From an optimization exercise on the open Yosys and OpenROAD flow, aimed at small area, a short achievable clock period and few clock cycles; shortcuts taken in it are not production practice. Only simulation tests tie the RTL to the original design; equivalence was not proved. No run shown here takes its clock network from TritonCTS; it comes from the design's own scripts or RTL. The clock port is modelled as an ideal driver, which makes a skipped or thinned clock tree look cheaper than it is; a real chip needs a root buffer or a tree. No activity file was given, so power comes from the tool's default toggle rates.

--- flow/design.v ---
`timescale 1ns / 1ps
package wnm_pkg;
    localparam int MAX_PATTERN = 32;
    localparam int POS_W       = MAX_PATTERN + 1;
    localparam int LEN_W       = $clog2(MAX_PATTERN + 1);
    localparam logic [7:0] ANY_ONE = 8'd63;
    localparam logic [7:0] ANY_RUN = 8'd42;
    localparam logic [7:0] CODE_ANY_ONE = 8'h2B;
    localparam logic CMD_LOAD = 1'b0;
    localparam logic CMD_NAME = 1'b1;
    typedef struct packed {
        logic matched;
        logic pattern_overflow;
    } t_result;
endpackage
`timescale 1ns / 1ps
module wnm_cell (
    input  logic       i_clk,
    input  logic       i_shift,
    input  logic [7:0] i_d,
    input  logic [7:0] i_ch,
    output logic [7:0] o_q,
    output logic       o_hit,
    output logic       o_star
);
    logic [7:0] r_byte;
    logic       wild;
    always_ff @(posedge i_clk) begin
        if (i_shift) begin
            r_byte <= i_d;
        end
    end
    assign wild   = (r_byte[7:1] == wnm_pkg::ANY_RUN[7:1]);
    assign o_q    = r_byte;
    assign o_star = wild && !r_byte[0];
    assign o_hit  = (wild && r_byte[0]) || (r_byte == i_ch);
endmodule
`timescale 1ns / 1ps
module wnm_out_skid (
    input  logic             i_clk,
    input  logic             i_rst_n,
    input  logic             i_push,
    input  logic             i_push_next,
    input  wnm_pkg::t_result i_data,
    output logic             o_ready,
    output logic             o_valid,
    input  logic             i_ready,
    output wnm_pkg::t_result o_data
);
    logic    r_out_valid;
    logic    n_out_valid;
    wnm_pkg::t_result r_out;
    wnm_pkg::t_result n_out;
    logic    r_skid_valid;
    logic    n_skid_valid;
    wnm_pkg::t_result r_skid;
    wnm_pkg::t_result n_skid;
    logic    out_free;
    logic    r_ready;
    assign out_free = !r_out_valid || i_ready;
    always_comb begin
        n_out_valid  = r_out_valid;
        n_out        = r_out;
        n_skid_valid = r_skid_valid;
        n_skid       = r_skid;
        if (out_free) begin
            if (r_skid_valid) begin
                n_out_valid  = 1'b1;
                n_out        = r_skid;
                n_skid_valid = i_push;
                n_skid       = i_data;
            end else begin
                n_out_valid  = i_push;
                n_out        = i_data;
            end
        end else if (i_push) begin
            n_skid_valid = 1'b1;
            n_skid       = i_data;
        end
    end
    always_ff @(posedge i_clk) begin
        if (!i_rst_n) begin
            r_out_valid  <= 1'b0;
            r_skid_valid <= 1'b0;
            r_ready      <= 1'b1;
        end else begin
            r_out_valid  <= n_out_valid;
            r_skid_valid <= n_skid_valid;
            r_ready      <= !n_out_valid || (!n_skid_valid && !i_push_next);
        end
    end
    always_ff @(posedge i_clk) begin
        r_out  <= n_out;
        r_skid <= n_skid;
    end
    assign o_ready = r_ready;
    assign o_valid = r_out_valid;
    assign o_data  = r_out;
endmodule
`timescale 1ns / 1ps
module wildcard_name_matcher (
    input  logic       i_clk,
    input  logic       i_rst_n,
    input  logic       i_valid,
    output logic       o_ready,
    input  logic       i_cmd,
    input  logic [7:0] i_ch,
    input  logic       i_last,
    output logic       o_valid,
    input  logic       i_ready,
    output logic       o_matched,
    output logic       o_pattern_overflow
);
    localparam int N  = wnm_pkg::MAX_PATTERN;
    localparam int LW = wnm_pkg::LEN_W;
    logic [LW-1:0]  r_cnt;            
    logic [LW-1:0]  r_len;            
    logic           r_lstar;          
    logic           r_ovf;
    logic           r_load_restart;
    logic           r_name_restart;
    logic [N:0]     r_act;
    logic           in_fire;
    logic           ch_swap;
    logic [7:0]     ch_code;
    logic           r_in_v;
    logic           r_in_cmd;
    logic [7:0]     r_in_ch;
    logic           r_in_last;
    logic           load_fire;
    logic           name_fire;
    logic           ch_star;
    logic [LW-1:0]  ld_cnt;
    logic [LW-1:0]  ld_len;
    logic           ld_lstar;
    logic           ld_ovf;
    logic           ld_room;
    logic           shift;
    logic [7:0]     d   [N+1];
    logic [N-1:0]   hit;
    logic [N-1:0]   star;
    logic [N:0]     start;
    logic [N:0]     cur;
    logic [N:0]     closed;
    logic [N:0]     step;
    logic           push;
    wnm_pkg::t_result push_data;
    wnm_pkg::t_result out_data;
    assign in_fire = i_valid && o_ready;
    assign ch_swap = (i_ch[7:5] == 3'b001) && i_ch[3] && (i_ch[1:0] == 2'b11) && (i_ch[4] == i_ch[2]);
    assign ch_code = ch_swap ? (i_ch ^ 8'b0001_0100) : i_ch;
    always_ff @(posedge i_clk) begin
        if (!i_rst_n) begin
            r_in_v <= 1'b0;
        end else begin
            r_in_v <= in_fire;
        end
    end
    always_ff @(posedge i_clk) begin
        r_in_cmd  <= i_cmd;
        r_in_ch   <= ch_code;
        r_in_last <= i_last;
    end
    assign load_fire = r_in_v && (r_in_cmd == wnm_pkg::CMD_LOAD);
    assign name_fire = r_in_v && (r_in_cmd == wnm_pkg::CMD_NAME);
    assign ch_star   = (r_in_ch == wnm_pkg::ANY_RUN);
    assign ld_cnt   = r_load_restart ? '0 : r_cnt;
    assign ld_len   = r_load_restart ? '0 : r_len;
    assign ld_lstar = !r_load_restart && r_lstar;
    assign ld_ovf   = !r_load_restart && r_ovf;
    assign ld_room  = (ld_cnt < LW'(N));
    assign shift    = load_fire && ld_room && !(ch_star && ld_lstar);
    assign d[0] = r_in_ch;
    for (genvar i = 0; i < N; i++) begin : g_cell
        wnm_cell u_cell (
            .i_clk   (i_clk),
            .i_shift (shift),
            .i_d     (d[i]),
            .i_ch    (r_in_ch),
            .o_q     (d[i+1]),
            .o_hit   (hit[i]),
            .o_star  (star[i])
        );
    end
    for (genvar q = 0; q <= N; q++) begin : g_pos
        assign start[q] = (r_len == LW'(q));
    end
    assign cur = r_name_restart ? start : r_act;
    for (genvar q = 0; q <= N; q++) begin : g_close
        if (q < N) begin : g_lo
            assign closed[q] = cur[q] || (cur[q+1] && star[q]);
        end else begin : g_hi
            assign closed[q] = cur[q];
        end
    end
    for (genvar q = 0; q <= N; q++) begin : g_step
        logic stay;
        logic move;
        if (q > 0) begin : g_stay
            assign stay = closed[q] && (star[q-1] || !name_fire);
        end else begin : g_nostay
            assign stay = closed[q] && !name_fire;
        end
        if (q < N) begin : g_move
            assign move = closed[q+1] && hit[q] && name_fire;
        end else begin : g_nomove
            assign move = 1'b0;
        end
        assign step[q] = stay || move;
    end
    always_ff @(posedge i_clk) begin
        r_act <= step;
    end
    assign push                       = name_fire && r_in_last;
    assign push_data.matched          = step[0] || (step[1] && star[0]);
    assign push_data.pattern_overflow = r_ovf;
    always_ff @(posedge i_clk) begin
        if (!i_rst_n) begin
            r_cnt          <= '0;
            r_len          <= '0;
            r_lstar        <= 1'b0;
            r_ovf          <= 1'b0;
            r_load_restart <= 1'b1;
            r_name_restart <= 1'b1;
        end else if (load_fire) begin
            r_cnt          <= ld_room ? ld_cnt + LW'(1) : ld_cnt;
            r_len          <= shift ? ld_len + LW'(1) : ld_len;
            r_lstar        <= shift ? ch_star : ld_lstar;
            r_ovf          <= ld_ovf || !ld_room;
            r_load_restart <= r_in_last;
            r_name_restart <= 1'b1;
        end else if (name_fire) begin
            r_name_restart <= r_in_last;
        end
    end
    wnm_out_skid u_out (
        .i_clk       (i_clk),
        .i_rst_n     (i_rst_n),
        .i_push      (push),
        .i_push_next (in_fire && (i_cmd == wnm_pkg::CMD_NAME) && i_last),
        .i_data      (push_data),
        .o_ready     (o_ready),
        .o_valid     (o_valid),
        .i_ready     (i_ready),
        .o_data      (out_data)
    );
    assign o_matched          = out_data.matched;
    assign o_pattern_overflow = out_data.pattern_overflow;
endmodule
--- flow/flow/run.sh ---
#!/bin/bash
# The standard layout (standard.sh), except that the clock tree is built by
# flow/clock_tree.tcl (a root buffer driving one leaf buffer per group of about
# 25 flip-flops) in place of clock_tree_synthesis.
set -euo pipefail
bash standard.sh synth > synth.log 2>&1
bash standard.sh "PRE_CTS_TCL=$PWD/flow/clock_tree.tcl" finish > layout.log 2>&1
--- flow/flow/clock_tree.tcl ---
# Two-level clock tree built by hand in place of clock_tree_synthesis: the
# flip-flops are split into groups of about GROUP sinks by location (vertical
# strips, cut along y), each group gets a clkbuf_16 leaf at its centroid, and
# one clkbuf_16 root next to the clock port drives every leaf.
set group 25
set block [ord::get_db_block]
set db [ord::get_db]
set clknet [$block findNet i_clk]
set master [$db findMaster sky130_fd_sc_hd__clkbuf_16]
set rootnet [odb::dbNet_create $block "mcts_root"]
$rootnet setSigType CLOCK
set root [odb::dbInst_create $block $master "mcts_root_buf"]
set pbb [[lindex [[$block findBTerm i_clk] getBPins] 0] getBBox]
set core [$block getCoreArea]
set rx [expr {min(max(([$pbb xMin]+[$pbb xMax])/2, [$core xMin]), [$core xMax] - 10000)}]
set ry [expr {min(max(([$pbb yMin]+[$pbb yMax])/2, [$core yMin]), [$core yMax] - 10000)}]
set sinks {}
foreach it [$clknet getITerms] {
  set inst [$it getInst]
  if {[[$inst getMaster] isSequential] || [$it getMTerm] ne "" && [[$it getMTerm] getName] eq "CLK"} {
    set bb [$inst getBBox]
    lappend sinks [list $it [expr {([$bb xMin]+[$bb xMax])/2}] [expr {([$bb yMin]+[$bb yMax])/2}]]
  }
}
set n [llength $sinks]
set ngroups [expr {int(ceil(double($n)/$group))}]
set nstrips [expr {max(1, int(round(sqrt($ngroups))))}]
set sinks [lsort -integer -index 1 $sinks]
set per_strip [expr {int(ceil(double($n)/$nstrips))}]
set gi 0
for {set s 0} {$s < $nstrips} {incr s} {
  set strip [lrange $sinks [expr {$s*$per_strip}] [expr {($s+1)*$per_strip-1}]]
  set strip [lsort -integer -index 2 $strip]
  set m [llength $strip]
  set ng [expr {max(1, int(round(double($m)/$group)))}]
  set per [expr {int(ceil(double($m)/$ng))}]
  for {set g 0} {$g < $ng} {incr g} {
    set mem [lrange $strip [expr {$g*$per}] [expr {($g+1)*$per-1}]]
    if {[llength $mem] == 0} continue
    set sx 0; set sy 0
    foreach e $mem { incr sx [lindex $e 1]; incr sy [lindex $e 2] }
    set cx [expr {$sx / [llength $mem]}]
    set cy [expr {$sy / [llength $mem]}]
    set buf [odb::dbInst_create $block $master "mcts_leaf_$gi"]
    $buf setLocation $cx $cy
    $buf setPlacementStatus PLACED
    set net [odb::dbNet_create $block "mcts_net_$gi"]
    $net setSigType CLOCK
    [$buf findITerm A] connect $rootnet
    [$buf findITerm X] connect $net
    foreach e $mem {
      set it [lindex $e 0]
      $it disconnect
      $it connect $net
    }
    puts "mcts leaf $gi: [llength $mem] sinks at $cx $cy"
    incr gi
  }
}
# the root sits at the middle of its leaves, pulled towards the clock port
set lx 0; set ly 0
for {set i 0} {$i < $gi} {incr i} {
  set bb [[$block findInst "mcts_leaf_$i"] getBBox]
  incr lx [$bb xMin]; incr ly [$bb yMin]
}
set rx [expr {($lx / $gi + $rx) / 2}]
set ry [expr {($ly / $gi + $ry) / 2}]
$root setLocation $rx $ry
$root setPlacementStatus PLACED
[$root findITerm A] connect $clknet
[$root findITerm X] connect $rootnet
puts "mcts root at $rx $ry driving $gi leaves"
detailed_placement

# the tree is built: clock_tree_synthesis only marks the clock propagated
rename clock_tree_synthesis mcts_unused_clock_tree_synthesis
proc clock_tree_synthesis {args} {
  set_propagated_clock [all_clocks]
}
--- flow/standard.sh ---
#!/bin/bash
# synth_recipe.tcl (not shown) runs the flow's synth.tcl, then flattens the netlist and writes it again
# the make line also repeats each setting of config.mk as NAME=value (left out here)
make -C /OpenROAD-flow-scripts/flow DESIGN_CONFIG=/design/flow/config.mk WORK_HOME=/design/flow/orfs CLKGATE_MAP_FILE= SYNTH_SCRIPT=/design/flow/synth_recipe.tcl "${@:-finish}"
--- flow/config.mk ---
export PLATFORM = sky130hd
export DESIGN_NAME = wildcard_name_matcher
export DESIGN_NICKNAME = wildcard_name_matcher
export VERILOG_FILES = /design/flow/design.v
export SDC_FILE = /design/flow/constraint.sdc
export NUM_CORES = 4
export LEC_CHECK = 0
export CAP_MARGIN = 20
export CORE_MARGIN = 2
export CORE_UTILIZATION = 40
export SETUP_SLACK_MARGIN = 3.05
export SLEW_MARGIN = 20
--- flow/constraint.sdc ---
create_clock -name core_clock -period 5.0 [get_ports {i_clk}]
set_input_delay 1.0000 -clock core_clock [delete_from_list [all_inputs] [get_ports {i_clk}]]
set_output_delay 1.0000 -clock core_clock [all_outputs]
set_load 0.01 [all_outputs]
==> results of run 1 <==
## flip-flops by register name, indices dropped and copies added (netlist names), 2 cells and up
name and count:
g_cell.u_cell.r_byte 256, r_act 33, r_in_ch 8, r_cnt 6
r_len 6, u_out.r_out 2, u_out.r_skid 2
## layer usage
layer  share of wire [%]  global-route usage [%]  wire, um  vias to the layer above
met4                 2.3                    4.26       838                        0
met2                  50                    32.2     18400                      206
met1                  44                    24.8     16200                     4755
met3                 3.6                    1.25      1330                       52
li1                    -                       -         -                     4396
met5                   0                       0         0                        -
## timing repair
action                                  4_1_cts  5_1_grt
buffers inserted                             37        6
cloned                                       26       15
endpoints found under the setup margin      298      283
pin swaps                                     9        5
resized for setup                           104       20
## how the worst max path moves through the flow
stage | cells after the start | slack (ns) | to
floorplan | 5 | -0.42 | g_cell[0].u_cell.r_byte[0]
global placement | 6 | 2.35 | g_cell[18].u_cell.r_byte[1]
detailed placement | 6 | 2.29 | g_cell[21].u_cell.r_byte[5]
CTS | 9 | 2.87 | g_cell[1].u_cell.r_byte[3]
global route | 9 | 2.81 | g_cell[1].u_cell.r_byte[6]
finish | 8 | 2.87 | g_cell[0].u_cell.r_byte[5]
## power by group
group | switching [uW] | internal (uW) | total [uW]
combinational | 225 | 237 | 462
sequential | 64.5 | 2960 | 3020
clock | 804 | 467 | 1270
total | 1090 | 3660 | 4750
## worst register-to-register path: stages (launching register included)
cell and delay [ns]:
sky130_fd_sc_hd__dfxtp_2 0.36, sky130_fd_sc_hd__nor4b_4 0.45, sky130_fd_sc_hd__a31oi_4 0.17, sky130_fd_sc_hd__o21ai_4 0.20, sky130_fd_sc_hd__clkinvlp_4 0.15, sky130_fd_sc_hd__buf_8 0.16
sky130_fd_sc_hd__buf_6 0.12, sky130_fd_sc_hd__buf_12 0.13, sky130_fd_sc_hd__clkbuf_16 0.16
## cell families (layout without fill, tap and decap cells)
family                     count (synthesis)  after routing  synth area share, %
xor gates and xnor gates                 259            259                 15.3
AOI/OAI and AO/OA                        183            183                 8.97
adders and majority gates                  2              2                0.169
buffers and inverters                     60            131                 1.77
muxes                                      5              5                0.347
DFF                                      323            323                 61.3
and+or+nand+nor                          293            294                 12.2
## Yosys cell counts, types with 5 or more instances
cell type                     n  area, um^2
sky130_fd_sc_hd__nand2_1     55         206
sky130_fd_sc_hd__a21oi_1      6        30.0
sky130_fd_sc_hd__buf_2       29         145
sky130_fd_sc_hd__nand4bb_1    5        56.3
sky130_fd_sc_hd__nor3b_1     25         188
sky130_fd_sc_hd__a32oi_1     13         114
sky130_fd_sc_hd__o21ai_0     51         255
sky130_fd_sc_hd__nor2_1      24        90.1
sky130_fd_sc_hd__xor2_1      51         447
sky130_fd_sc_hd__inv_1        7        26.3
sky130_fd_sc_hd__nand2b_1     8        50.1
sky130_fd_sc_hd__nor3_1       8        40.0
sky130_fd_sc_hd__o31ai_1     22         165
sky130_fd_sc_hd__clkbuf_1    22        82.6
sky130_fd_sc_hd__nor4_1      14        87.6
sky130_fd_sc_hd__edfxtp_1   260        7810
sky130_fd_sc_hd__a22oi_1     21         158
sky130_fd_sc_hd__xnor2_1    208        1820
sky130_fd_sc_hd__o22ai_1      6        37.5
sky130_fd_sc_hd__dfxtp_1     63        1260
sky130_fd_sc_hd__a21boi_1     6        45.0
sky130_fd_sc_hd__nand4_1     54         338
sky130_fd_sc_hd__a32o_1      22         220
sky130_fd_sc_hd__and2_1      10        62.6
sky130_fd_sc_hd__nor4bb_1    27         270
sky130_fd_sc_hd__nor2b_1     13        81.3
sky130_fd_sc_hd__nand3_1     29         145
## metrics by stage
stage / util (%) / setup TNS, ns / total power, uW
floorplan: - / -107.31 / 3310
global placement: 42.4 / 0 / 3400
detailed placement: 42.4 / 0 / 3400
CTS: 47.0 / 0 / 4740
global route: 48.3 / 0 / 4900
finish: 48.3 / 0 / 4750
## final cells by class
class / instances / area (um^2) / share of cell area [%]
Sequential cell: 323 / 9090 / 51.6
Timing Repair Buffer: 110 / 1940 / 11.0
Inverter: 8 / 36.3 / 0.206
Buffer: 13 / 325 / 1.85
Tap cell: 468 / 586 / 3.32
Multi-Input combinational cell: 743 / 5650 / 32.0
==> results.txt, run 1 <==
Drt:
- The antenna violation net count after detailed routing is 0.
- The number of design rule violations left after detail routing is 0.
- After detailed routing, the total wire length is 36800 um.
- The number of iterations in the first detailed-routing pass is 5.
- After detailed routing, the number of vias per cell comes to 5.65.
- The total via count in the routed design is 9409.
- The detailed router finished its first iteration with 703 violations.
- Dividing the detail-routed wire length by the instance count gives 22.1 um.

Global route:
- The number of global-route vias before repair is 9631.
- The total grt overflow is 0.
- The pin count of the biggest net entering global routing is 57.
- The global-route usage over all layers is 18.3%.
- The initial antenna violation count is 0.
- The global-route wire length before repair is 55400 um.

Timing:
- In the post-route analysis, the smallest setup slack over all paths is 2.87 ns.
- Headroom to the max-slew limit came out at 55.9%.
- Setup repair after global routing could not meet its margin everywhere.
- The clock arrives with 0.0178 ns of skew.
- For this run, the top clock speed supported by timing is 469 MHz.
- The max-slew violation total from the final report is 0.
- The count of endpoints failing hold in the final timing report is 0.
- The final period demand of the worst path is 2.13 ns.
- At the pin with the least slew margin, the transition time is 0.659 ns.
- The worst-case hold slack is 0.479 ns.
- After layout, the worst path uses 42.7% of the clock period.
- Setup violations remaining at the end of the flow were counted as 0.

Placement:
- The worst setup timing slack at the placement stage is 2.29 ns.
- The congestion estimate from routability-driven global placement came to 0.745.
- The placed wire-length estimate after detailed placement is 20200 um.
- Port buffering added 17 buffers.
- Counting tap cells, the placed design contains a total of 1568 instances.
- The cell area reported after detailed placement is 15500 um^2.

Worst hold path:
- The worst hold path passes through 0 cells.
- The startpoint identified for the worst hold timing path is r_ovf.
- The sink of the worst hold path is u_out.r_skid[0].
- The worst hold path class is reg2reg.

Worst setup path:
- The start point of the critical path is r_in_ch[7].
- The capturing point of the worst reg2reg path is g_cell[0].u_cell.r_byte[5].
- The required arrival time at the worst endpoint is 5.25 ns.
- The gate family responsible for the most delay along the worst path is buffers and inverters.
- The worst setup path is launched from a flip-flop.
- The count of cells along the worst register-to-register path is 8.
- In this run the worst path has a maximum fanout of 5.
- The total buffers and inverters traversed by the critical path is 5.
- The startpoint identified for the worst register-to-register timing path is r_in_ch[7].
- The critical path capture point type is a flip-flop.
- The standard cell with the maximum stage delay on the critical path is sky130_fd_sc_hd__nor4b_4.
- The critical path is of the reg2reg type.
- The worst stage delay on the critical path is 0.45 ns.
- The worst register-to-register path has a setup slack of 2.87 ns.
- The signal on the critical path passes through nor4b_4 -> a31oi_4 -> o21ai_4 -> clkinvlp_4 -> buf_8 -> buf_6 -> buf_12 -> clkbuf_16.
- The data arrival time of the critical path is 2.38 ns.

Synthesis:
- For this run, asynchronously set or reset flops after synthesis account for 0%.
- Each instance of the synthesized netlist takes up on average 13.2 um^2.
- Synthesis produced 1125 cells.
- The portion of the post-synthesis area used by sequential elements is 61.3%.
- The cell area after technology mapping is 14800 um^2.
- The number of flops mapped to enable cells by yosys is 260.
- The count of synthesis-stage warnings from yosys is 5.
- The number of nets in the synthesized netlist is 1141.
- The number of distinct standard cells referenced by the synthesized netlist is 66.
- In the synthesized netlist the dominant register cell turns out to be sky130_fd_sc_hd__edfxtp_1.
- Synthesis inferred 323 register bits.

Layout:
- In the layout the commonest cells are sky130_fd_sc_hd__edfxtp_1 (260), sky130_fd_sc_hd__xnor2_1 (208), sky130_fd_sc_hd__nand2_1 (54), sky130_fd_sc_hd__nand4_1 (54).
- The final cell count without fillers is 1665.
- The library cell used most frequently in the layout, excluding fill and tap cells, is sky130_fd_sc_hd__edfxtp_1.
- The count of inserted antenna diode cells is 0.
- At the end of the flow, the number of nets in the layout was 1215.
- The area of all placed cells without fillers is 17600 um^2.
- The filler cells instantiated in the layout total 3078.
- The share of cells above drive strength 1 is 13.1%.
- The area growth from synthesis to layout is 19.1%.

Power and ir drop:
- For this design the static power due to leakage is 0.00540 uW.
- VDD sags by at most 0.000267 V.
- The power density normalized to cell area is 270 nW/um^2.

Clocking:
- The number of hold-repair buffers added at the cts stage is 0.
- The post-CTS clock slew at the launch and capture registers of the worst setup and hold paths is 0.11 ns.
- The clock latency on the worst-skew pair is 0.49 ns.

Die:
- The floorplan has 70 rows.
- Once the floorplan was initialized, standard cells occupied 40.5% of the core.
- During I/O placement, the number of pins put on the boundary was 18.
- Measured along the x axis, the die boundary spans 196 um.
- The floorplan step defined a core boundary enclosing 36500 um^2.
- The y dimension of the die is 196 um.
- The die covers 38600 um^2.

Outcome:
- The flow ran to the end and the layout has no timing, DRC or antenna violations.

Run:
- The number of maximum-capacitance violations is 0.
Testbench counts, summed over its fixed seeds: cycles 32,708.
==> inputs of run 2 (changes only) <==
--- a/flow/config.mk
+++ b/flow/config.mk
@@ -9,4 +9,4 @@
 export CORE_MARGIN = 2
 export CORE_UTILIZATION = 40
-export SETUP_SLACK_MARGIN = 3.05
+export SETUP_SLACK_MARGIN = 2.95
 export SLEW_MARGIN = 20
==> run 2 against run 1 <==
Synthesized cell count did not move. Final area fell by 5.4%. Final cell count fell by 2.2%. Global-route usage fell by 1.5 points. Clock power barely moved. Die area did not move. Critical endpoint is now o_matched.
==> results.txt, run 2 <==
Synthesis:
- Synthesis produced 1125 cells.
- The count of synthesis-stage warnings from yosys is 5.
- The cell area after technology mapping is 14800 um^2.
- Synthesis inferred 323 register bits.
- The number of flops mapped to enable cells by yosys is 260.
- The number of nets handed over by synthesis was 1141.
- The number of distinct standard cells referenced by the synthesized netlist is 66.
- The top-area cell type share of the netlist area is 52.7%.
- The commonest register cell after synthesis is sky130_fd_sc_hd__edfxtp_1.
- In the post-synthesis netlist, the cell with the most instances is sky130_fd_sc_hd__edfxtp_1.
- The async set-or-reset flop fraction in the synthesized netlist is 0%.
- Sequential elements use 61.3% of the synthesized area.
- A synthesized cell averages 13.2 um^2.
- Yosys attributes the largest share of cell area to sky130_fd_sc_hd__edfxtp_1 (53%), sky130_fd_sc_hd__xnor2_1 (12%), sky130_fd_sc_hd__dfxtp_1 (8.5%).
- After synthesis, the most frequently instantiated cells are sky130_fd_sc_hd__edfxtp_1 (260), sky130_fd_sc_hd__xnor2_1 (208), sky130_fd_sc_hd__dfxtp_1 (63).
- The largest total area in the synthesized netlist belongs to sky130_fd_sc_hd__edfxtp_1.

Placement:
- The congestion estimate from routability-driven global placement came to 0.745.
- Input and output buffers added on the ports amount to 17.
- Detailed placement ended at an HPWL of 20200 um.
- The worst setup timing slack at the placement stage is 2.29 ns.
- The cell area reported after detailed placement is 15500 um^2.

Timing:
- The final-report setup violation count is 0.
- The highest clock frequency the design can meet is 491 MHz.
- The final total negative setup slack is 0 ns.
- The portion of the clock cycle consumed by the worst path in the final layout is 40.7%.
- Setup repair after global routing could not meet its margin everywhere.
- The count of endpoints failing hold in the final timing report is 0.
- The least setup slack across all paths after layout is 2.97 ns.
- The max-slew violation total from the final report is 0.
- The relative slew slack is 56.3%.
- The final period demand of the worst path is 2.03 ns.
- The slew at the pin closest to its max-slew limit is 0.654 ns.
- The worst-case clock skew is 0.0207 ns.

Run:
- The number of maximum-capacitance violations is 0.

Worst setup path:
- The total buffers and inverters traversed by the critical path is 1.
- The count of cells along the worst register-to-register path is 6.
- The worst setup path is captured at an output pin.
- The worst register-to-register path begins at r_in_ch[7].
- The slack of the worst reg-to-reg path is 3.00 ns.
- The data arrival time of the critical path is 1.03 ns.
- The biggest fanout along the worst timing path is 1.
- The worst setup path is of the reg2out kind.
- The capturing point of the worst reg2reg path is g_cell[6].u_cell.r_byte[5].
- The standard cell with the maximum stage delay on the critical path is sky130_fd_sc_hd__edfxtp_1.
- The critical path goes through buf_2.
- The element type at the critical path start is a flip-flop.
- On the worst path, the slowest cell contributes a delay of 0.40 ns.
- Data on the critical path is required at its endpoint by 4.00 ns.
- The gate family responsible for the most delay along the worst path is flip-flops.

Layout:
- The filler cells instantiated in the layout total 3166.
- The number of flip-flops in the largest register is 256.
- The post-layout net count is 1178.
- The register with the highest flop count is g_cell.u_cell.r_byte.
- The share of cells above drive strength 1 is 9.74%.
- Relative to the synthesized area, the layout overhead comes to 12.7%.
- The top cell types in the final layout, fill and taps aside, are sky130_fd_sc_hd__edfxtp_1 (260), sky130_fd_sc_hd__xnor2_1 (208), sky130_fd_sc_hd__nand2_1 (55).
- The largest registers in the layout are g_cell.u_cell.r_byte: 256 flops, r_act: 33 flops, r_in_ch: 8 flops.
- The final cell utilization of the core is 45.7%.
- The area of all placed cells without fillers is 16700 um^2.
- The count of inserted antenna diode cells is 0.
- The most frequent standard cell in the layout excluding fill and tap cells is sky130_fd_sc_hd__edfxtp_1.

Power and ir drop:
- In this run the power density over the cells is 280 nW/um^2.
- The worst-case IR drop observed on VDD is 0.000263 V.
- The analysis attributes to cell leakage a power of 0.00499 uW.
- The design draws 4670 uW.

Die:
- The die is 196 um tall.
- From left edge to right edge, the die measures 196 um.
- The standard cell core area is 36500 um^2.
- The die covers 38600 um^2.
- 18 I/O pins were placed.
- The number of cell rows is 70.
- For this configuration, the core starts out at a cell density of 40.5%.

Outcome:
- The run finished with no timing, DRC or antenna violations.

Worst hold path:
- The worst hold path terminates at u_out.r_skid[0].
- The origin of the worst min-delay path is r_ovf.
- The worst hold path class is reg2reg.
- The number of cells on the worst hold path is 0.

Drt:
- The final routed wire length divided by cell count is 21.2 um.
- The antenna violation net count after detailed routing is 0.
- The first detailed-routing pass took 5 iterations.
- The number of design rule violations left after detail routing is 0.
- After the first detailed-routing iteration, the DRC count stood at 635.
- Dividing the detail-routed via count by the number of cells gives 5.55.
- The final layout contains routed wiring with a total length of 34500 um.
- The total via count in the routed design is 9043.

Global route:
- The initial antenna violation count is 0.
- The number of global-route vias before repair is 9140.
- Entering global routing, the biggest net connects 57 pins.
- The total grt overflow is 0.
- The global-route wire length before repair is 51600 um.
- The global-route usage over all layers is 16.8%.

Clocking:
- The post-CTS clock slew at the launch and capture registers of the worst setup and hold paths is 0.11 ns.
- The later pin in the worst-skew pair is clocked with a latency of 0.49 ns.
- The number of hold buffers added after CTS was 0.
[run 2: repair_timing]
action	4_1_cts	5_1_grt
setup endpoints to repair	286	276
setup buffers	12	14
cloned	5	16
gates resized for setup	39	38
pin swaps	3	5
[run 2: worst max-delay path by stage]
stage              startpoint                     endpoint  slack [ns]  cells past startpoint
2_1_floorplan      r_in_ch[2]   g_cell[0].u_cell.r_byte[0]       -0.42                      5
3_3_place_gp       r_in_ch[1]  g_cell[18].u_cell.r_byte[1]        2.35                      6
3_5_place_dp       r_in_ch[1]  g_cell[21].u_cell.r_byte[5]        2.29                      6
4_1_cts            r_in_ch[0]  g_cell[19].u_cell.r_byte[0]        2.83                      7
5_1_grt              r_len[0]               u_out.r_out[1]        2.91                      5
6_report       u_out.r_out[1]                    o_matched        2.97                      1
[run 2: per-layer routing]
| layer | part of all wire [%] | wire, um | GRT usage [%] | up-vias |
|---|---|---|---|---|
| met5 | 0 | 0 | 0 | - |
| met1 | 45 | 15500 | 22.7 | 4517 |
| met3 | 3.4 | 1170 | 1.15 | 47 |
| met4 | 2.5 | 847 | 3.56 | 0 |
| met2 | 49 | 17000 | 29.8 | 159 |
| li1 | - | - | - | 4320 |
[run 2: layout make-up]
class	instances	area, um^2	share of cell area, %
flip-flops and latches	323	9090	54.5
inverters	8	36.3	0.218
multi-input cells	742	5610	33.6
well taps	468	586	3.51
repair buffers	74	1030	6.20
plain buffers	13	325	1.95
[run 2: metrics by stage]
step                      hold slack [ns]  instances
after floorplan                     0.406       1125
after global placement              0.467       1568
after detailed placement            0.452       1568
after CTS                           0.488       1598
after global routing                0.520       1628
final                               0.478       1628
[run 2: report_power, final]
| part | leakage (uW) | internal [uW] | switching (uW) |
|---|---|---|---|
| clock network | 0.000160 | 467 | 794 |
| logic | 0.00193 | 183 | 205 |
| registers | 0.00291 | 2960 | 63.3 |
[run 2: logic make-up (layout without fill, tap and decap cells)]
family / Yosys count / count (layout) / synth area share [%]
xor gates and xnor gates: 259 / 259 / 15.3
adders and majority gates: 2 / 2 / 0.169
AOI/OAI and AO/OA: 183 / 183 / 8.97
DFF: 323 / 323 / 61.3
muxes: 5 / 5 / 0.347
buffers and inverters: 60 / 95 / 1.77
and+or+nand+nor: 293 / 293 / 12.2
==> inputs of run 3 (changes only) <==
--- a/flow/config.mk
+++ b/flow/config.mk
@@ -8,5 +8,6 @@
 export CAP_MARGIN = 20
 export CORE_MARGIN = 2
-export CORE_UTILIZATION = 40
+export CORE_UTILIZATION = 65
+export PLACE_DENSITY = 0.75
 export SETUP_SLACK_MARGIN = 2.95
 export SLEW_MARGIN = 20
==> run 3 against run 2 <==
Sequential share of layout area grew 2.3 points. Register-to-register slack got worse by 0.05 ns. Largest power group unchanged. Utilization increased by 25 points. Clock skew fell by 0.0069 ns.
==> results.txt, run 3 <==
Layout:
- The final layout contains 1155 nets.
- The count of inserted antenna diode cells is 0.
- g_cell.u_cell.r_byte holds more flip-flops than any other register.
- The share of cells above drive strength 1 is 7.74%.
- The largest registers in the layout are g_cell.u_cell.r_byte: 256 flops, r_act: 33 flops, r_in_ch: 8 flops.
- The number of flip-flops in the largest register is 256.
- The area growth from synthesis to layout is 8.11%.
- Leaving out fill and tap cells, the most frequent cells in the layout are sky130_fd_sc_hd__edfxtp_1 (260), sky130_fd_sc_hd__xnor2_1 (208), sky130_fd_sc_hd__nand2_1 (55).
- Leaving out fill and tap cells, the most frequent cell in the layout is sky130_fd_sc_hd__edfxtp_1.
- The area of all placed cells without fillers is 16000 um^2.

Outcome:
- The flow ran to the end and the layout has no timing, DRC or antenna violations.

Synthesis:
- The commonest register cell after synthesis is sky130_fd_sc_hd__edfxtp_1.
- The post-synthesis cell count is 1125.
- The cell area after technology mapping is 14800 um^2.
- The top-area cell type share of the netlist area is 52.7%.
- The portion of the post-synthesis area used by sequential elements is 61.3%.
- The largest area contributor in the netlist is sky130_fd_sc_hd__edfxtp_1.
- The post-synthesis sequential element count is 323.
- The number of distinct standard cells referenced by the synthesized netlist is 66.
- The number of nets handed over by synthesis was 1141.
- For this run, asynchronously set or reset flops after synthesis account for 0%.
- By area the synthesized netlist is led by sky130_fd_sc_hd__edfxtp_1 (53%), sky130_fd_sc_hd__xnor2_1 (12%), sky130_fd_sc_hd__dfxtp_1 (8.5%).
- After synthesis, the most frequently instantiated cells are sky130_fd_sc_hd__edfxtp_1 (260), sky130_fd_sc_hd__xnor2_1 (208), sky130_fd_sc_hd__dfxtp_1 (63).
- For this run, the number of Yosys warnings is 5.
- The number of flops mapped to enable cells by yosys is 260.
- Averaged over all synthesized cells, the footprint is 13.2 um^2.
- The most used standard cell by instance count after synthesis is sky130_fd_sc_hd__edfxtp_1.

Global route:
- Summed over all layers, the global routing overflow is 0.
- Global routing consumed, over all layers together, 25.0% of the routing resources.
- Entering global routing, the biggest net connects 63 pins.
- The initial antenna violation count is 0.
- The global-route wire length before repair is 48000 um.
- The number of global-route vias before repair is 8994.

Power and ir drop:
- The proportion of total power due to net switching is 21.9%.
- In this run the power density over the cells is 286 nW/um^2.
- Power comes to 4580 uW.
- In this run the static leakage power is 0.00477 uW.
- Per report_power, the clock group accounts for 26.6% of the total.
- Internal power comes to 3580 uW.
- The sequential fraction of design power is 65.8%.
- The part of the total power dissipated in combinational logic is 7.6%.
- The maximum ir drop on the vdd rail is 0.000299 V.
- The net switching component of the power is 1000 uW.

Worst hold path:
- For hold timing, the worst endpoint is g_cell[10].u_cell.r_byte[6].
- The startpoint identified for the worst hold timing path is g_cell[9].u_cell.r_byte[6].
- In this run the worst hold path is classified as reg2reg.
- The number of cells on the worst hold path is 0.

Drt:
- The detail route stage leaves a number of antenna-violating nets equal to 0.
- The pre-antenna-repair detailed-routing pass consisted of 5 iterations.
- Wires add up to 30800 um.
- In the final routed layout, each cell accounts on average for 21.6 um.
- Using the TritonRoute via totals, the vias-per-cell ratio works out to 6.38.
- The number of design rule violations left after detail routing is 0.
- The starting DRC count in detailed routing is 751.
- Detailed routing inserted a total of 9066 vias.

Worst setup path:
- In this run the critical register-to-register path is captured at u_out.r_out[1].
- The critical path capture point type is a flip-flop.
- The data arrival time of the critical path is 2.33 ns.
- The start point of the critical path is g_cell[0].u_cell.r_byte[7].
- The required arrival time at the worst endpoint is 5.28 ns.
- The total buffers and inverters traversed by the critical path is 0.
- The slowest stage of the critical path belongs to the cell sky130_fd_sc_hd__nor4bb_1.
- Measured in cells, the most critical reg-to-reg path has a length of 5.
- The start-to-end type of the worst setup path is reg2reg.
- The worst setup path is launched from a flip-flop.
- Of all nets on the critical path, the largest fanout is 4.
- The startpoint identified for the worst register-to-register timing path is g_cell[0].u_cell.r_byte[7].
- The gate family responsible for the most delay along the worst path is simple AND/OR/NAND/NOR gates.
- The critical path goes through nor4bb_1 -> nand2_1 -> o21a_1 -> a2111o_1 -> o311ai_2.
- The worst stage delay on the critical path is 0.55 ns.
- The slack of the worst reg-to-reg path is 2.95 ns.

Clocking:
- The clock latency on the worst-skew pair is 0.46 ns.
- After clock tree synthesis, the flow added hold-fix buffers numbering 0.
- Clock-pin slew was measured on the worst setup and hold paths at 0.11 ns.

Timing:
- Setup repair after global routing could not meet its margin everywhere.
- In this run the tightest slew margin relative to its limit is 57.9%.
- For the final database, setup skew stands at 0.0138 ns.
- Adding up every negative setup slack in the final design gives 0 ns.
- The max-slew violation total from the final report is 0.
- Static timing analysis puts the maximum clock frequency at 489 MHz.
- Setup violations remaining at the end of the flow were counted as 0.
- At the pin with the least slew margin, the transition time is 0.630 ns.
- In the finished design, the share of the clock period the worst path needs comes to 40.9%.
- The routed design could run at a clock period as short as 2.05 ns.
- Across all setup checks in the final design, the least slack found is 2.95 ns.
- The count of endpoints failing hold in the final timing report is 0.

Die:
- The y dimension of the die is 155 um.
- The number of cell rows is 55.
- In this run the count of I/O pins placed on the die edge is 18.
- The area of the die is 24000 um^2.
- After floorplanning, the core was sized to cover 22500 um^2.
- Once the floorplan was initialized, standard cells occupied 65.8% of the core.
- Measured along the x axis, the die boundary spans 155 um.

Placement:
- The placed wire-length estimate after detailed placement is 19200 um.
- The final estimated routing congestion in global placement is 0.815.
- The worst setup timing slack at the placement stage is 2.05 ns.
- The cell area reported after detailed placement is 15300 um^2.
- During placement, the flow inserted port buffers numbering 17.

Run:
- The tool flagged a number of max-cap violations equal to 0.
run 3: repair_timing:
item / in CTS / in global routing
pin swaps: 3 / 4
gates cloned: 3 / 6
buffers inserted: 10 / 2
endpoints found under the setup margin: 275 / 237
hold endpoints to repair: 0 / 0
gates resized for setup: 38 / 17
run 3: cells by family after synthesis:
group,after synthesis,share of synthesized area [%]
AOI/OAI and AO/OA,183,8.97
xor gates and xnor gates,259,15.3
buffers and inverters,60,1.77
DFF,323,61.3
muxes,5,0.347
and+or+nand+nor,293,12.2
adders and majority gates,2,0.169
run 3: per-layer routing:
layer	GRT usage, %	part of all wire, %	vias up
met1	34.4	43	4493
met2	44.0	50	261
met4	5.38	2.1	0
met3	2.09	4.7	56
li1	-	-	4256
met5	0	0	-
run 3: how the worst max path moves through the flow:
| stage | end | slack (ns) | cells after the start |
|---|---|---|---|
| 2_1_floorplan | g_cell[0].u_cell.r_byte[0] | -0.42 | 5 |
| 3_3_place_gp | g_cell[26].u_cell.r_byte[2] | 2.10 | 5 |
| 3_5_place_dp | g_cell[26].u_cell.r_byte[1] | 2.05 | 5 |
| 4_1_cts | u_out.r_out[1] | 2.95 | 5 |
| 5_1_grt | u_out.r_out[1] | 2.89 | 6 |
| 6_report | u_out.r_out[1] | 2.95 | 5 |
run 3: final cells by class:
type / instances / area (um^2)
Tap cell: 285 / 357
Sequential cell: 323 / 9080
Timing Repair Buffer: 48 / 586
Inverter: 8 / 33.8
Timing Repair inverter: 3 / 22.5
Buffer: 13 / 325
Fill cell: 1533 / 6500
Multi-Input combinational cell: 742 / 5600
run 3: worst reg2reg max path, delay by kind of cell (launching register included):
kind,cells,cell delay [ns]
DFF,1,0.46
AOI/OAI and AO/OA,3,0.64
and+or+nand+nor,2,0.78
run 3: power by group through the flow:
stage                     Combinational, uW  Sequential [uW]  Clock (uW)
final                                   346             3020        1220
after global routing                    372             3030        1310
after CTS                               334             3020        1240
after detailed placement                320             3080           0
after global placement                  313             3080           0
after floorplan                         250             3060           0
run 3: per-stage QoR:
| stage | cells | hold WS [ns] | util (%) |
|---|---|---|---|
| CTS | 1414 | 0.491 | 70.2 |
| global placement | 1388 | 0.463 | 67.9 |
| finish | 1422 | 0.493 | 71.1 |
| global route | 1422 | 0.513 | 71.1 |
| detailed placement | 1388 | 0.465 | 67.9 |
| floorplan | 1125 | 0.406 | - |
==> inputs of run 4 (changes only) <==
==> flow/flow/run.sh (replaced) <==
#!/bin/bash
# The standard layout (standard.sh), except that the clock tree is built by
# flow/clock_tree.tcl in place of clock_tree_synthesis: four root buffers on the
# clock port, each driving the leaf buffers of the flip-flop groups near it.
set -euo pipefail
bash standard.sh synth > synth.log 2>&1
bash standard.sh "PRE_CTS_TCL=$PWD/flow/clock_tree.tcl" finish > layout.log 2>&1
==> flow/flow/clock_tree.tcl (replaced) <==
# Two-level clock tree built by hand in place of clock_tree_synthesis. The
# flip-flops are split into groups of about GROUP sinks by location (vertical
# strips, cut along y); each group gets a clkbuf_16 leaf at its centroid. The
# leaves are split the same way among ROOTS clkbuf_16 roots, each at the
# centroid of its leaves and driven by the clock port.
set group 25
set roots 4
set block [ord::get_db_block]
set db [ord::get_db]
set clknet [$block findNet i_clk]
set master [$db findMaster sky130_fd_sc_hd__clkbuf_16]

# split items {obj x y} into about n groups of nearby items
proc mcts_split {items n} {
  set cnt [llength $items]
  set nstrips [expr {max(1, int(round(sqrt($n))))}]
  set items [lsort -integer -index 1 $items]
  set per_strip [expr {int(ceil(double($cnt)/$nstrips))}]
  set groups {}
  for {set s 0} {$s < $nstrips} {incr s} {
    set strip [lrange $items [expr {$s*$per_strip}] [expr {($s+1)*$per_strip-1}]]
    set m [llength $strip]
    if {$m == 0} continue
    set strip [lsort -integer -index 2 $strip]
    set ng [expr {max(1, int(round(double($m) * $n / $cnt)))}]
    set per [expr {int(ceil(double($m)/$ng))}]
    for {set g 0} {$g < $ng} {incr g} {
      set mem [lrange $strip [expr {$g*$per}] [expr {($g+1)*$per-1}]]
      if {[llength $mem]} { lappend groups $mem }
    }
  }
  return $groups
}

proc mcts_centroid {mem} {
  set sx 0; set sy 0
  foreach e $mem { incr sx [lindex $e 1]; incr sy [lindex $e 2] }
  return [list [expr {$sx / [llength $mem]}] [expr {$sy / [llength $mem]}]]
}

proc mcts_buffer {block master name x y in_net out_net} {
  set buf [odb::dbInst_create $block $master $name]
  $buf setLocation $x $y
  $buf setPlacementStatus PLACED
  [$buf findITerm A] connect $in_net
  [$buf findITerm X] connect $out_net
  return $buf
}

set sinks {}
foreach it [$clknet getITerms] {
  set inst [$it getInst]
  set bb [$inst getBBox]
  lappend sinks [list $it [expr {([$bb xMin]+[$bb xMax])/2}] [expr {([$bb yMin]+[$bb yMax])/2}]]
}
set n [llength $sinks]
set leaf_groups [mcts_split $sinks [expr {int(ceil(double($n)/$group))}]]

# leaves: each group's clock pins move to a new net driven by its leaf
set leaves {}
set gi 0
foreach mem $leaf_groups {
  set net [odb::dbNet_create $block "mcts_leaf_net_$gi"]
  $net setSigType CLOCK
  foreach e $mem {
    set it [lindex $e 0]
    $it disconnect
    $it connect $net
  }
  lassign [mcts_centroid $mem] cx cy
  lappend leaves [list $gi $cx $cy $net]
  incr gi
}

# roots: each drives the leaves nearest to it and hangs on the clock net
set ri 0
foreach mem [mcts_split $leaves $roots] {
  set rnet [odb::dbNet_create $block "mcts_root_net_$ri"]
  $rnet setSigType CLOCK
  foreach e $mem {
    lassign $e li lx ly lnet
    mcts_buffer $block $master "mcts_leaf_$li" $lx $ly $rnet $lnet
  }
  lassign [mcts_centroid $mem] rx ry
  mcts_buffer $block $master "mcts_root_$ri" $rx $ry $clknet $rnet
  puts "mcts root $ri at $rx $ry drives [llength $mem] leaves"
  incr ri
}
puts "mcts: $n sinks, $gi leaves, $ri roots"
detailed_placement

# the tree is built: clock_tree_synthesis only marks the clock propagated
rename clock_tree_synthesis mcts_unused_clock_tree_synthesis
proc clock_tree_synthesis {args} {
  set_propagated_clock [all_clocks]
}
--- a/flow/config.mk
+++ b/flow/config.mk
@@ -8,6 +8,5 @@
 export CAP_MARGIN = 20
 export CORE_MARGIN = 2
-export CORE_UTILIZATION = 65
-export PLACE_DENSITY = 0.75
+export CORE_UTILIZATION = 40
 export SETUP_SLACK_MARGIN = 2.95
 export SLEW_MARGIN = 20
==> run 4 against run 3 <==
Via count is 1.0% lower. Critical path depth is 1 lower. Final cell count grew 14%. Final area is 3.8% higher. Largest power group unchanged. Synthesized area unchanged. Power rose by 3.8%. Global-route usage shrank 7.6 points. Clock power rose by 11%. Die area grew 61%. Highest routed layer unchanged. Still clean. Worst setup slack better by 0.017 ns. Flip-flop and latch count is the same.
==> results.txt, run 4 <==
Timing:
- The max-slew violation total from the final report came to 0.
- The worst-case hold slack is 0.485 ns.
- Measured against its own limit, the worst slew margin works out to 55.5%.
- The smallest clock period supported by the final layout is computed as 2.03 ns.
- Derived from the worst setup path, the maximum achievable clock frequency is 493 MHz.
- The count of endpoints failing hold in the final timing report is 0.
- The worst-case clock skew is 0.0152 ns.
- The final-report setup violation count is 0.
- Setup repair after global routing could not meet its margin everywhere.
- After layout, the worst path uses 40.6% of the clock period.
- The slew at the pin closest to its max-slew limit is 0.666 ns.
- Once routing completed, OpenROAD measured the worst setup slack at 2.97 ns.

Synthesis:
- The number of distinct standard cells referenced by the synthesized netlist is 66.
- The top-area cell type share of the netlist area is 52.7%.
- The count of synthesis-stage warnings from yosys is 5.
- The portion of the post-synthesis area used by sequential elements is 61.3%.
- In this run, synthesis produced a sequential element count of 323.
- By area the synthesized netlist is led by sky130_fd_sc_hd__edfxtp_1 (53%), sky130_fd_sc_hd__xnor2_1 (12%), sky130_fd_sc_hd__dfxtp_1 (8.5%).
- Counting flops with a built-in enable in the synthesized netlist gives 260.
- The async set-or-reset flop fraction in the synthesized netlist is 0%.
- The average size of a mapped cell is 13.2 um^2.
- The cell area that synthesis handed to floorplanning was 14800 um^2.
- The commonest register cell after synthesis is sky130_fd_sc_hd__edfxtp_1.
- The most used standard cell by instance count after synthesis is sky130_fd_sc_hd__edfxtp_1.
- The post-synthesis cell count is 1125.
- Synthesis produced a netlist with a net count of 1141.
- The commonest cells after synthesis are sky130_fd_sc_hd__edfxtp_1 (260), sky130_fd_sc_hd__xnor2_1 (208), sky130_fd_sc_hd__dfxtp_1 (63).
- Summed over all instances, the cell type with the most area after synthesis is sky130_fd_sc_hd__edfxtp_1.

Placement:
- Port buffering added 17 buffers.
- The congestion estimate from routability-driven global placement came to 0.745.
- Including well taps, the total number of placed cells is 1568.
- At the placement stage, the worst setup path has a slack of 2.29 ns.
- Once placement finished, the instance area stood at 15500 um^2.
- The placed wire-length estimate after detailed placement is 20200 um.

Layout:
- The number of flip-flops in the largest register is 256.
- In the layout the commonest cells are sky130_fd_sc_hd__edfxtp_1 (260), sky130_fd_sc_hd__xnor2_1 (208), sky130_fd_sc_hd__nand2_1 (55).
- Measured on the finished design, the core utilization comes to 45.5%.
- The post-layout net count is 1169.
- The library cell used most frequently in the layout, excluding fill and tap cells, is sky130_fd_sc_hd__edfxtp_1.
- The area growth from synthesis to layout is 12.2%.
- The final cell count without fillers is 1619.
- The share of cells above drive strength 1 is 8.86%.
- In the final layout, the registers with the most flip-flops are g_cell.u_cell.r_byte: 256 flops, r_act: 33 flops, r_in_ch: 8 flops.
- The count of inserted antenna diode cells is 0.
- The register with the highest flop count is g_cell.u_cell.r_byte.
- The area of all placed cells without fillers is 16600 um^2.

Worst hold path:
- The sink of the worst hold path is u_out.r_skid[0].
- The worst hold path passes through 0 cells.
- The worst hold path class is reg2reg.
- In this run the most critical hold path is launched from r_ovf.

Power and ir drop:
- The power density normalized to cell area is 287 nW/um^2.
- For this design the static power due to leakage is 0.00497 uW.
- The internal portion of the total power is 3710 uW.
- The maximum ir drop on the vdd rail is 0.000266 V.
- The part of the total power dissipated in combinational logic is 7.9%.
- Sequential cells burn 63.4% of the power.
- The net switching component of the power is 1040 uW.
- The share of power burned in the clock network is 28.6%.
- Of the total power, the share spent switching nets is 22.0%.

Global route:
- The number of global-route vias before repair is 9235.
- The pin count of the biggest net entering global routing is 57.
- The initial antenna violation count was 0.
- The global-route wire length before repair is 53000 um.
- The global-route usage over all layers is 17.4%.
- Global routing finished with a remaining overflow of 0.

Die:
- The die is 196 um tall.
- The die is 196 um wide.
- The number of cell rows is 70.
- The core region is 36500 um^2.
- The initial utilization of the core area, before any placement, comes to 40.5%.
- 18 I/O pins were placed.
- The area of the die is 38600 um^2.

Drt:
- The total via count in the routed design is 8972.
- After detailed routing, the average wire length per cell comes to 21.1 um.
- The number of design rule violations left after detail routing is 0.
- Using the TritonRoute via totals, the vias-per-cell ratio works out to 5.54.
- The total wirelength of the detailed-routed design is 34100 um.
- The starting DRC count in detailed routing is 544.
- For this run, the detailed router's first-pass iteration total came to 5.
- The antenna violation net count after detailed routing is 0.

Worst setup path:
- The critical path goes through clkdlybuf4s50_1 -> nand4b_1 -> nor3b_2 -> mux2i_2.
- In this run the register-to-register setup slack is 2.99 ns.
- The total buffers and inverters traversed by the critical path is 1.
- The element type at the critical path start is an input pin.
- By startpoint and endpoint, the worst setup path is classified as in2reg.
- Of all nets on the critical path, the largest fanout is 3.
- STA puts the critical path data arrival time at 2.24 ns.
- The instance count on the critical path is 4.
- The kind of cell with the highest combined delay along the critical path is buffers and inverters.
- On the critical path, the stage with the largest delay is an instance of sky130_fd_sc_hd__clkdlybuf4s50_1.
- The source of the worst register-to-register timing path is r_in_ch[1].
- In this run the critical register-to-register path is captured at u_out.r_out[1].
- The critical path capture point type is a flip-flop.
- The count of cells along the worst register-to-register path is 7.
- The required arrival time at the worst endpoint is 5.21 ns.
- The worst stage delay on the critical path is 0.48 ns.

Outcome:
- The flow ran to the end and the layout has no timing, DRC or antenna violations.

Run:
- The number of maximum-capacitance violations is 0.

Clocking:
- The post-CTS clock slew at the launch and capture registers of the worst setup and hold paths is 0.10 ns.
- The number of hold-repair buffers added at the cts stage is 0.
- The clock latency on the worst-skew pair is 0.33 ns.
## run 4: cell counts after synthesis
Identical to the previous run, type by type.
## run 4: kinds of logic after synthesis
logic type,share of synthesized area (%)
multiplexers,0.347
flip-flops,61.3
XOR/XNOR,15.3
AND/OR/NAND/NOR,12.2
adder cells (fa/ha/maj),0.169
buffers and inverters,1.77
AO/OA/AOI/OAI,8.97
## run 4: what timing repair did
| item | 4_1_cts | 5_1_grt |
|---|---|---|
| resized for setup | 43 | 27 |
| pin swaps | 3 | 11 |
| cloned | 8 | 4 |
| buffers inserted | 16 | 7 |
| endpoints found under the setup margin | 287 | 204 |
## run 4: worst max path at each step
stage | startpoint | end | slack [ns]
floorplan | r_in_ch[2] | g_cell[0].u_cell.r_byte[0] | -0.42
global placement | r_in_ch[1] | g_cell[18].u_cell.r_byte[1] | 2.35
detailed placement | r_in_ch[1] | g_cell[21].u_cell.r_byte[5] | 2.29
CTS | r_in_ch[0] | g_cell[9].u_cell.r_byte[4] | 2.91
global route | g_cell[1].u_cell.r_byte[2] | u_out.r_out[1] | 2.92
finish | i_ch[0] | r_in_ch[2] | 2.97
## run 4: metal layers
layer	vias up	part of all wire (%)	wire, um	global-route usage (%)
met2	145	49	16900	30.8
met4	0	2.5	861	3.90
li1	4303	-	-	-
met1	4469	45	15500	23.5
met5	-	0	0	0
met3	55	2.8	950	1.18
## run 4: power groups by stage
stage | registers, uW | logic (uW) | clock network, uW
after floorplan | 3060 | 250 | 0
final | 3020 | 377 | 1360
after detailed placement | 3080 | 319 | 0
after CTS | 3020 | 366 | 1380
after global routing | 3030 | 405 | 1480
after global placement | 3080 | 314 | 0
## run 4: area by class of cell
| type | instances | area (um^2) |
|---|---|---|
| inverter | 8 | 36.3 |
| fill | 3187 | 19900 |
| sequential | 323 | 9090 |
| multi-input combinational | 742 | 5620 |
| timing repair buffer | 62 | 873 |
| buffer | 16 | 400 |
| tap | 468 | 586 |
## run 4: per-stage QoR
step | total power (uW) | TNS, ns
after floorplan | 3310 | -107.31
after global placement | 3400 | 0
after detailed placement | 3400 | 0
after CTS | 4770 | 0
after global routing | 4910 | 0
final | 4760 | 0
==> inputs of run 5 (changes only) <==
--- a/flow/config.mk
+++ b/flow/config.mk
@@ -9,4 +9,4 @@
 export CORE_MARGIN = 2
 export CORE_UTILIZATION = 40
-export SETUP_SLACK_MARGIN = 2.95
+export SETUP_SLACK_MARGIN = 3.05
 export SLEW_MARGIN = 20
==> run 5 against run 4 <==
Highest routed layer unchanged. Utilization is 2.3 points higher. Flip-flop and latch count did not move. Final area up 5.1%. Register-to-register slack got worse by 0.08 ns. Global-route usage is 0.58 points higher. Largest power group unchanged. Worst setup slack worse by 0.067 ns. Still clean on timing, DRC and antenna. Synthesized cell count unchanged. Critical endpoint is now g_cell[7].u_cell.r_byte[0]. Sequential power is essentially flat.
==> results.txt, run 5 <==
Placement:
- The wire-length estimate of the detail-placed layout is 20200 um.
- The number of port buffers is 17.
- The congestion estimate from routability-driven global placement came to 0.745.
- OpenSTA, run right after detailed placement, puts the worst setup slack at 2.29 ns.

Layout:
- The final cell utilization of the core is 47.8%.
- The number of flip-flops in the largest register is 256.
- The count of inserted antenna diode cells is 0.
- The share of cells above drive strength 1 is 12.5%.
- The library cells used most frequently in the layout, excluding fill and tap cells, are sky130_fd_sc_hd__edfxtp_1 (260), sky130_fd_sc_hd__xnor2_1 (208), sky130_fd_sc_hd__nand2_1 (54), sky130_fd_sc_hd__nand4_1 (54).
- The area growth from synthesis to layout is 17.9%.
- The net count of the finished layout is 1206.
- The largest registers in the layout are g_cell.u_cell.r_byte: 256 flops, r_act: 33 flops, r_in_ch: 8 flops.
- Counting the fill cells in the layout gives 3096.
- The register with the highest flop count is g_cell.u_cell.r_byte.
- The most frequent standard cell in the layout excluding fill and tap cells is sky130_fd_sc_hd__edfxtp_1.

Timing:
- For the pin with the worst max-slew slack, the measured transition is 0.667 ns.
- The highest clock frequency the design can meet is 477 MHz.
- The max-slew violation total from the final report is 0.
- The worst path needs 2.09 ns of the cycle, external delays included.
- Setup repair after global routing could not meet its margin everywhere.
- Once routing completed, OpenROAD measured the worst setup slack at 2.91 ns.
- The worst-case hold slack is 0.481 ns.
- The worst-case clock skew is 0.0167 ns.
- The final total negative setup slack is 0 ns.
- The count of endpoints failing hold in the final timing report is 0.
- The worst path uses 41.9% of the clock period.
- Setup violations remaining at the end of the flow were counted as 0.
- The worst pin sits at a relative slew slack of 55.5%.

Power and ir drop:
- Cell internal power was estimated by the tool at 3760 uW.
- The net switching component of the power is 1060 uW.
- The part of the total power dissipated in combinational logic is 9.1%.
- In this run the power density over the cells is 276 nW/um^2.
- VDD sags by at most 0.000263 V.
- The static leakage is 0.00537 uW.
- Of the total power, the share spent switching nets is 22.1%.
- Registers are responsible for 62.6% of the overall power.
- The clock network is responsible for 28.2% of the overall power.
- Summing internal, switching and leakage power gives 4820 uW.

Clocking:
- The post-CTS clock slew at the launch and capture registers of the worst setup and hold paths is 0.10 ns.
- The clock reaches the later pin of the worst-skew pair after 0.33 ns.
- The number of hold-repair buffers added at the cts stage is 0.

Worst setup path:
- The slack of the worst reg-to-reg path is 2.91 ns.
- The critical path capture point type is a flip-flop.
- The required arrival time at the worst endpoint is 5.09 ns.
- The total buffers and inverters traversed by the critical path is 5.
- The gate family responsible for the most delay along the worst path is buffers and inverters.
- In this run the critical register-to-register path is launched from r_in_ch[7].
- On the critical path, the stage with the largest delay is an instance of sky130_fd_sc_hd__nor4b_4.
- In this design, the stage delay of the slowest critical-path cell is 0.45 ns.
- Along the worst path, the maximum fanout reaches 8.
- The data arrival time of the critical path is 2.18 ns.
- The signal on the critical path passes through nor4b_4 -> a31oi_4 -> o21ai_4 -> clkinvlp_4 -> buf_4 -> buf_6 -> buf_12 -> clkbuf_16.
- The count of cells along the worst register-to-register path is 8.
- The capturing point of the worst reg2reg path is g_cell[7].u_cell.r_byte[0].
- STA classifies the critical path startpoint as a flip-flop.
- The critical path is of the reg2reg type.

Worst hold path:
- The sink of the worst hold path is u_out.r_skid[0].
- The number of cells on the worst hold path is 0.
- The worst hold path class is reg2reg.
- The origin of the worst min-delay path is r_ovf.

Die:
- The region available for standard cell placement spans 36500 um^2.
- The y dimension of the die is 196 um.
- The area of the die is 38600 um^2.
- The starting density of the core is 40.5%.
- The top-level port count is 18.
- The number of cell rows is 70.
- In this run the horizontal extent of the chip is 196 um.

Synthesis:
- Synthesis inferred 323 register bits.
- The count of synthesis-stage warnings from yosys is 5.
- By count the netlist is led by sky130_fd_sc_hd__edfxtp_1 (260), sky130_fd_sc_hd__xnor2_1 (208), sky130_fd_sc_hd__dfxtp_1 (63).
- Sequential elements use 61.3% of the synthesized area.
- sky130_fd_sc_hd__edfxtp_1 takes more of the synthesized area than any other cell.
- The commonest register cell after synthesis is sky130_fd_sc_hd__edfxtp_1.
- By area the synthesized netlist is led by sky130_fd_sc_hd__edfxtp_1 (53%), sky130_fd_sc_hd__xnor2_1 (12%), sky130_fd_sc_hd__dfxtp_1 (8.5%).
- The average size of a mapped cell is 13.2 um^2.
- Counting every instance in the synthesized netlist gives 1125.
- The synthesized net count is 1141.
- The number of flops mapped to enable cells by yosys is 260.
- Summed over its instances, the top area cell type makes up 52.7% of the synthesized netlist area.
- In this run, distinct cell masters in the synthesized netlist total 66.
- After synthesis, the share of flip-flops with an asynchronous set or reset is 0%.
- The most used standard cell by instance count after synthesis is sky130_fd_sc_hd__edfxtp_1.
- The cell area after technology mapping is 14800 um^2.

Global route:
- The initial antenna violation count is 0.
- The number of global-route vias before repair is 9493.
- The met1 usage in global routing is 24.0%.
- The global-route wire length before repair is 54600 um.
- The met3 usage in global routing is 1.39%.
- Global routing used 18.0% of the available tracks across all layers.
- The global-route met2 utilization is 31.7%.
- The pin count of the biggest net entering global routing is 85.
- The total grt overflow is 0.
- The most used routing layer in global routing is met2.

Drt:
- Using the TritonRoute via totals, the vias-per-cell ratio works out to 5.62.
- For this run, the detailed router's first-pass iteration total came to 5.
- The total wirelength of the detailed-routed design is 36100 um.
- The final routed wire length divided by cell count is 21.8 um.
- The detailed router finished its first iteration with 616 violations.
- The detail route stage leaves a number of antenna-violating nets equal to 0.
- After detailed routing, the number of remaining DRC violations is 0.
- For this block, the via count after detailed routing is 9302.

Outcome:
- The run finished with no timing, DRC or antenna violations.

Run:
- The number of maximum-capacitance violations is 0.
-- run 5: worst register-to-register path, stage by stage (launching register included) --
cell	delay, ns
sky130_fd_sc_hd__dfxtp_2	0.36
sky130_fd_sc_hd__nor4b_4	0.45
sky130_fd_sc_hd__a31oi_4	0.17
sky130_fd_sc_hd__o21ai_4	0.19
sky130_fd_sc_hd__clkinvlp_4	0.13
sky130_fd_sc_hd__buf_4	0.15
sky130_fd_sc_hd__buf_6	0.11
sky130_fd_sc_hd__buf_12	0.14
sky130_fd_sc_hd__clkbuf_16	0.18
-- run 5: area by class of cell --
class	instances	area, um^2	share of cell area, %
flip-flops and latches	323	9090	52.1
multi-input cells	743	5670	32.5
repair buffers	98	1670	9.59
well taps	468	586	3.35
plain buffers	16	400	2.29
inverters	8	36.3	0.208
-- run 5: how the worst max path moves through the flow --
stage / from / end / slack, ns / cells past startpoint
floorplan: r_in_ch[2] / g_cell[0].u_cell.r_byte[0] / -0.42 / 5
CTS: r_in_ch[1] / g_cell[25].u_cell.r_byte[4] / 2.90 / 9
global route: r_in_ch[0] / g_cell[20].u_cell.r_byte[5] / 2.86 / 9
finish: r_in_ch[7] / g_cell[7].u_cell.r_byte[0] / 2.91 / 8
global placement: r_in_ch[1] / g_cell[18].u_cell.r_byte[1] / 2.35 / 6
detailed placement: r_in_ch[1] / g_cell[21].u_cell.r_byte[5] / 2.29 / 6
-- run 5: what timing repair did --
item / CTS / global route
setup buffers: 32 / 5
setup endpoints to repair: 299 / 282
pin swaps: 10 / 5
gates cloned: 23 / 12
resized for setup: 91 / 35
-- run 5: stage by stage --
step / cell area (um^2) / std cells
after CTS: 17100 / 1639
after global routing: 17500 / 1656
final: 17500 / 1656
after global placement: 15500 / 1568
after floorplan: 14900 / 1125
after detailed placement: 15500 / 1568
-- run 5: routing by layer --
layer	vias to the layer above	wire, um
met5	-	0
met4	0	1160
met3	66	1190
met2	178	17900
met1	4674	15800
li1	4384	-
-- run 5: logic make-up (layout without fill, tap and decap cells) --
kind of cell | Yosys count | in the layout | share of synthesized area, %
AOI/OAI and AO/OA | 183 | 183 | 8.97
xor gates and xnor gates | 259 | 259 | 15.3
buffers and inverters | 60 | 122 | 1.77
adders and majority gates | 2 | 2 | 0.169
DFF | 323 | 323 | 61.3
and+or+nand+nor | 293 | 294 | 12.2
muxes | 5 | 5 | 0.347
-- run 5: power groups by stage --
stage	clock, uW	sequential (uW)	combinational (uW)
global route	1470	3030	470
CTS	1380	3020	416
global placement	0	3080	314
detailed placement	0	3080	319
finish	1360	3020	441
floorplan	0	3060	250

-- port drivers added, routing unchanged --
The results above use ideal ports. As a check the final layouts listed here were re-extracted and re-timed, cells and wires unchanged.
Step 1 assumes that a clkbuf_16 drives the clock port and a buf_2 every other input.
Step 2 also shifts input and output timing later by t, the mid clock arrival at the registers, as if the neighbouring blocks saw the same clock.
Three values: no drivers, after step 1, after step 2; two values: the first two.
| run | shift t [ns] | slack for setup (ns) | latest minus earliest clock arrival (ns) |
|---|---|---|---|
| run 1 | 0.514 | 2.867 / 2.867 / 2.620 | 0.019 / 0.019 |
| run 2 | 0.508 | 2.965 / 2.932 / 2.549 | 0.021 / 0.021 |
| run 3 | 0.489 | 2.954 / 2.954 / 2.680 | 0.014 / 0.014 |
| run 4 | 0.428 | 2.972 / 2.908 / 2.631 | 0.016 / 0.017 |
| run 5 | 0.427 | 2.905 / 2.905 / 2.774 | 0.017 / 0.017 |
After both steps every run listed still meets setup and hold. The setup slack of run 2, which loses most, moves by -0.033 ns with the drivers and by -0.416 ns with both steps.
